Context: an optimization exercise on an open-source flow, tuned for small area. The choices shown serve that exercise and are no tape-out recipe. In this exercise RTL edits were held to simulation tests only and were not proved equivalent to the original. Power and IR drop assume default switching activity.

==> run a: inputs <==
// wb_regfile
module wb_regfile #(
    parameter int DATA_W = 32,
    parameter int ADDR_W = 5,
    parameter int BYPASS = 1,
    parameter int CNT_W  = 16
) (
    input  logic              clk,
    input  logic              rst_n,
    input  logic              ife_wb,
    input  logic [ADDR_W-1:0] Ri_wb,
    input  logic [DATA_W-1:0] write_wb,
    input  logic [ADDR_W-1:0] Rs_id,
    input  logic [ADDR_W-1:0] Rt_id,
    output logic [DATA_W-1:0] rs_data,
    output logic [DATA_W-1:0] rt_data,
    input  logic [ADDR_W-1:0] dbg_addr,
    output logic [DATA_W-1:0] dbg_data,
    output logic [CNT_W-1:0]  wr_count,
    output logic [ADDR_W-1:0] wr_last
);
==> module wb_regfile, before the edit <==
module wb_regfile #(
    parameter int DATA_W = 32,
    parameter int ADDR_W = 5,
    parameter int BYPASS = 1,
    parameter int CNT_W  = 16
) (
    input  logic              clk,
    input  logic              rst_n,
    input  logic              ife_wb,
    input  logic [ADDR_W-1:0] Ri_wb,
    input  logic [DATA_W-1:0] write_wb,
    input  logic [ADDR_W-1:0] Rs_id,
    input  logic [ADDR_W-1:0] Rt_id,
    output logic [DATA_W-1:0] rs_data,
    output logic [DATA_W-1:0] rt_data,
    input  logic [ADDR_W-1:0] dbg_addr,
    output logic [DATA_W-1:0] dbg_data,
    output logic [CNT_W-1:0]  wr_count,
    output logic [ADDR_W-1:0] wr_last
);
    localparam int DEPTH = 2 ** ADDR_W;
    logic [DATA_W-1:0] mem [DEPTH];
    logic              commit;
    assign commit = ife_wb && (Ri_wb != '0);
    always_ff @(posedge clk or negedge rst_n) begin
        if (!rst_n) begin
            for (int i = 0; i < DEPTH; i++) begin
                mem[i] <= '0;
            end
            wr_count <= '0;
            wr_last  <= '0;
        end else if (commit) begin
            mem[Ri_wb] <= write_wb;
            wr_count   <= wr_count + CNT_W'(1);
            wr_last    <= Ri_wb;
        end
    end
    always_comb begin
        rs_data = '0;
        if (Rs_id != '0) begin
            if ((BYPASS != 0) && commit && (Ri_wb == Rs_id)) begin
                rs_data = write_wb;
            end else begin
                rs_data = mem[Rs_id];
            end
        end
    end
    always_comb begin
        rt_data = '0;
        if (Rt_id != '0) begin
            if ((BYPASS != 0) && commit && (Ri_wb == Rt_id)) begin
                rt_data = write_wb;
            end else begin
                rt_data = mem[Rt_id];
            end
        end
    end
    always_comb begin
        dbg_data = '0;
        if (dbg_addr != '0) begin
            dbg_data = mem[dbg_addr];
        end
    end
endmodule
==> flow/config.mk <==
export PLATFORM = sky130hd
export DESIGN_NAME = wb_regfile
export DESIGN_NICKNAME = wb_regfile
export VERILOG_FILES = /design/flow/design.v
export SDC_FILE = /design/flow/constraint.sdc
export NUM_CORES = 4
export LEC_CHECK = 0
export CAP_MARGIN = 20
export CELL_PAD_IN_SITES_DETAIL_PLACEMENT = 2
export CELL_PAD_IN_SITES_GLOBAL_PLACEMENT = 2
export CORE_MARGIN = 2
export CORE_UTILIZATION = 30
export PLACE_DENSITY = 0.45
export SLEW_MARGIN = 20
==> flow/constraint.sdc <==
create_clock -name core_clock -period 8.0 [get_ports {clk}]
set_input_delay 1.6000 -clock core_clock [delete_from_list [all_inputs] [get_ports {clk}]]
set_output_delay 1.6000 -clock core_clock [all_outputs]
set_load 0.01 [all_outputs]
run.sh (not shown) runs the stock make flow with config.mk's settings and CLKGATE_MAP_FILE= SYNTH_SCRIPT=/design/flow/synth_recipe.tcl, a recipe that flattens the netlist after the stock synthesis.
==> run b: changes against run a <==
==> flow/design.v (replaced) <==
module wb_regfile_hold #(
    parameter int W = 32
) (
    input  logic         en,
    input  logic         en_n,
    input  logic [W-1:0] w,
    input  logic [W-1:0] q,
    output logic [W-1:0] d
);
    assign d = ({W{en}} & w) | ({W{en_n}} & q);
endmodule
module wb_regfile_aoi222 (
    input  logic [2:0] s,
    input  logic [2:0] d,
    output logic       y
);
    assign y = ~|(s & d);
endmodule
module wb_regfile_nand #(
    parameter int N = 4
) (
    input  logic [N-1:0] a,
    output logic         y
);
    assign y = ~&a;
endmodule
module wb_regfile_or #(
    parameter int N = 3
) (
    input  logic [N-1:0] a,
    output logic         y
);
    assign y = |a;
endmodule
module wb_regfile_rdbit #(
    parameter int N = 32
) (
    input  logic [N-1:0] sel,
    input  logic [N-1:0] d,
    output logic         out
);
    localparam int NG = (N - 1) / 3;   
    localparam int NY = NG + N - 3 * NG;
    logic [NY-1:0] y;
    logic [2:0]    p;
    for (genvar g = 0; g < NG; g++) begin : g_aoi
        wb_regfile_aoi222 u_aoi (.s(sel[3*g+2:3*g]), .d(d[3*g+2:3*g]), .y(y[g]));
    end
    for (genvar k = 3 * NG; k < N; k++) begin : g_one
        wb_regfile_nand #(.N(2)) u_nand (.a({sel[k], d[k]}), .y(y[NG+k-3*NG]));
    end
    if (NY == 12) begin : g_c12
        wb_regfile_nand #(.N(4)) u_nand0 (.a(y[3:0]),   .y(p[0]));
        wb_regfile_nand #(.N(4)) u_nand1 (.a(y[7:4]),   .y(p[1]));
        wb_regfile_nand #(.N(4)) u_nand2 (.a(y[11:8]),  .y(p[2]));
    end else begin : g_c11
        wb_regfile_nand #(.N(4)) u_nand0 (.a(y[3:0]),   .y(p[0]));
        wb_regfile_nand #(.N(4)) u_nand1 (.a(y[7:4]),   .y(p[1]));
        wb_regfile_nand #(.N(3)) u_nand2 (.a(y[10:8]),  .y(p[2]));
    end
    wb_regfile_or   #(.N(3)) u_or    (.a(p), .y(out));
endmodule
module wb_regfile #(
    parameter int DATA_W = 32,
    parameter int ADDR_W = 5,
    parameter int BYPASS = 1,
    parameter int CNT_W  = 16
) (
    input  logic              clk,
    input  logic              rst_n,
    input  logic              ife_wb,
    input  logic [ADDR_W-1:0] Ri_wb,
    input  logic [DATA_W-1:0] write_wb,
    input  logic [ADDR_W-1:0] Rs_id,
    input  logic [ADDR_W-1:0] Rt_id,
    output logic [DATA_W-1:0] rs_data,
    output logic [DATA_W-1:0] rt_data,
    input  logic [ADDR_W-1:0] dbg_addr,
    output logic [DATA_W-1:0] dbg_data,
    output logic [CNT_W-1:0]  wr_count,
    output logic [ADDR_W-1:0] wr_last
);
    localparam int DEPTH = 2 ** ADDR_W;
    logic [DATA_W-1:0] mem   [1:DEPTH-1];
    logic [DATA_W-1:0] mem_d [1:DEPTH-1];
    logic [DEPTH-1:1]  valid;
    logic [DEPTH-1:1]  we;
    logic [DEPTH-1:1]  we_n;
    logic              commit;
    assign commit = ife_wb && (Ri_wb != '0);
    always_comb begin
        for (int i = 1; i < DEPTH; i++) begin
            we[i]   = ife_wb && (Ri_wb == ADDR_W'(i));
            we_n[i] = !we[i];
        end
    end
    for (genvar i = 1; i < DEPTH; i++) begin : g_word
        wb_regfile_hold #(.W(DATA_W)) u_hold (
            .en(we[i]), .en_n(we_n[i]), .w(write_wb), .q(mem[i]), .d(mem_d[i])
        );
    end
    always_ff @(posedge clk) begin
        for (int i = 1; i < DEPTH; i++) begin
            mem[i] <= mem_d[i];
        end
    end
    always_ff @(posedge clk or negedge rst_n) begin
        if (!rst_n) begin
            valid    <= '0;
            wr_count <= '0;
            wr_last  <= '0;
        end else if (commit) begin
            valid    <= valid | we;
            wr_count <= wr_count + CNT_W'(1);
            wr_last  <= Ri_wb;
        end
    end
    logic [DEPTH-1:0] sel_rs, sel_rt, sel_dbg;
    always_comb begin
        sel_rs[0]  = 1'b0;
        sel_rt[0]  = 1'b0;
        sel_dbg[0] = 1'b0;
        for (int i = 1; i < DEPTH; i++) begin
            sel_rs[i]  = (Rs_id == ADDR_W'(i)) && valid[i] && !((BYPASS != 0) && we[i]);
            sel_rt[i]  = (Rt_id == ADDR_W'(i)) && valid[i] && !((BYPASS != 0) && we[i]);
            sel_dbg[i] = (dbg_addr == ADDR_W'(i)) && valid[i];
            sel_rs[0]  = sel_rs[0] | ((BYPASS != 0) && (Rs_id == ADDR_W'(i)) && we[i]);
            sel_rt[0]  = sel_rt[0] | ((BYPASS != 0) && (Rt_id == ADDR_W'(i)) && we[i]);
        end
    end
    for (genvar b = 0; b < DATA_W; b++) begin : g_bit
        logic [DEPTH-1:0] col;
        assign col[0] = write_wb[b];
        for (genvar i = 1; i < DEPTH; i++) begin : g_col
            assign col[i] = mem[i][b];
        end
        wb_regfile_rdbit #(.N(DEPTH))   u_rs  (.sel(sel_rs),             .d(col),             .out(rs_data[b]));
        wb_regfile_rdbit #(.N(DEPTH))   u_rt  (.sel(sel_rt),             .d(col),             .out(rt_data[b]));
        wb_regfile_rdbit #(.N(DEPTH-1)) u_dbg (.sel(sel_dbg[DEPTH-1:1]), .d(col[DEPTH-1:1]), .out(dbg_data[b]));
    end
endmodule
==> flow/flow/run.sh (new file) <==
#!/bin/bash
# Standard ORFS layout, with two changes: port buffers use the smallest buffer cell, and
# clock tree synthesis inserts no dummy loads.
set -euo pipefail
bash standard.sh \
  "BUFFER_PORTS_ARGS=-buffer_cell sky130_fd_sc_hd__buf_1" \
  "CTS_ARGS=-sink_clustering_enable -repair_clock_nets -dont_use_dummy_load -sink_clustering_size 12 -sink_clustering_max_diameter 100 -buf_list {sky130_fd_sc_hd__clkbuf_4 sky130_fd_sc_hd__clkbuf_8}" \
  finish > standard_flow.log 2>&1
==> flow/standard.sh (new file) <==
#!/bin/bash
# synth_recipe.tcl (not shown) runs the flow's synth.tcl, then flattens the netlist and writes it again
# the make line also repeats each setting of config.mk as NAME=value (left out here)
make -C /OpenROAD-flow-scripts/flow DESIGN_CONFIG=/design/flow/config.mk WORK_HOME=/design/flow/orfs CLKGATE_MAP_FILE= SYNTH_SCRIPT=/design/flow/synth_recipe.tcl "${@:-finish}"
CAP_MARGIN = 5   (was 20)
CELL_PAD_IN_SITES_DETAIL_PLACEMENT = 1   (was 2)
CELL_PAD_IN_SITES_GLOBAL_PLACEMENT = 1   (was 2)
CORE_UTILIZATION = 35   (was 30)
PLACE_DENSITY = 0.5   (was 0.45)
SLEW_MARGIN = 5   (was 20)
SYNTH_HIERARCHICAL = 1   (was not set)
removed: flow/run.sh
==> qor summary <==
item                                                                            run a                    run b
Number of cells after detailed placement                                        7,973                    6,128
Slew of the pin with the lowest slew margin                                   1280 ps                  1320 ps
Layout buffering overhead excluding clock cells                                0.0829                   0.0455
Final WS setup                                                                 550 ps                   433 ps
Library cell with the largest summed area after synthesis                     dfrtp_1                  dfxtp_1
Overall die width                                                         443 microns              371 microns
Portion of total power attributed to the clock network                          0.362                    0.241
Most common cell after layout, fill and taps aside                             mux2_2                  dfxtp_1
Power density cells                                                       248 nW/um^2              245 nW/um^2
Filler cells                                                                   20,115                   14,769
Status                                                        complete, no violations  complete, no violations
Setup slack, reg-to-reg                                                       6310 ps                  6480 ps
Vias in the first global route                                                 60,085                   47,637
Fraction of final layout cells sized beyond drive strength 1                    0.327                    0.119
Count of unique library cells instantiated by Yosys                                78                       61
R2R depth                                                                           6                        4
Synth Area in Simple Gates                                                     0.0992                    0.101
Area of all placed cells without fillers                                 70,200 sq um             51,300 sq um
Post-route clock skew                                                         2.62 ps                  8.57 ps
Adder-cell share of the synthesized area                                     0.000216                 0.000266
Gp weighted congestion                                                           1.03                    0.981
Cell Count, Final, Fillers Out                                                  8,257                    6,254
Finished Core Util                                                              0.365                    0.384
Mapped Nets                                                                     5,429                    4,241
#MultiIn Comb                                                                   3,808                    2,894
PnR Total Power                                                             17,400 uW                12,600 uW
Number of clock buffers in the layout                                             184                       97

what the ideal ports hide:
In the flow no input, the clock included, has a driving cell. The finished layouts below were timed again as built, in two steps. Step 1: set_driving_cell puts a clkbuf_16 on clk and a buf_2 on each other input, an assumption about the parent block. Step 2 times the ports against the registers' clock, not the clock port: input delays grow and output delays shrink by t, the midpoint of the rising clock arrivals with the driver on. Three values: no drivers, after step 1, after step 2; two values: the first two.
| run | t (ns) | slack for setup (ns) | worst setup path at the end | slew at the worst register clock pin (ns) | worst slew at a driven data input, ns |
|---|---|---|---|---|---|
| run a | 0.932 | 0.550 / 0.432 / 0.432 | input to output | 0.07 / 0.07 | 0.19 |
| run b | 0.918 | 0.433 / 0.406 / 0.406 | input to output | 0.10 / 0.10 | 0.07 |
After both steps every run listed still meets setup and hold. For run a, which loses most, drivers alone change the setup slack by -0.118 ns; drivers and shift together by -0.118 ns.
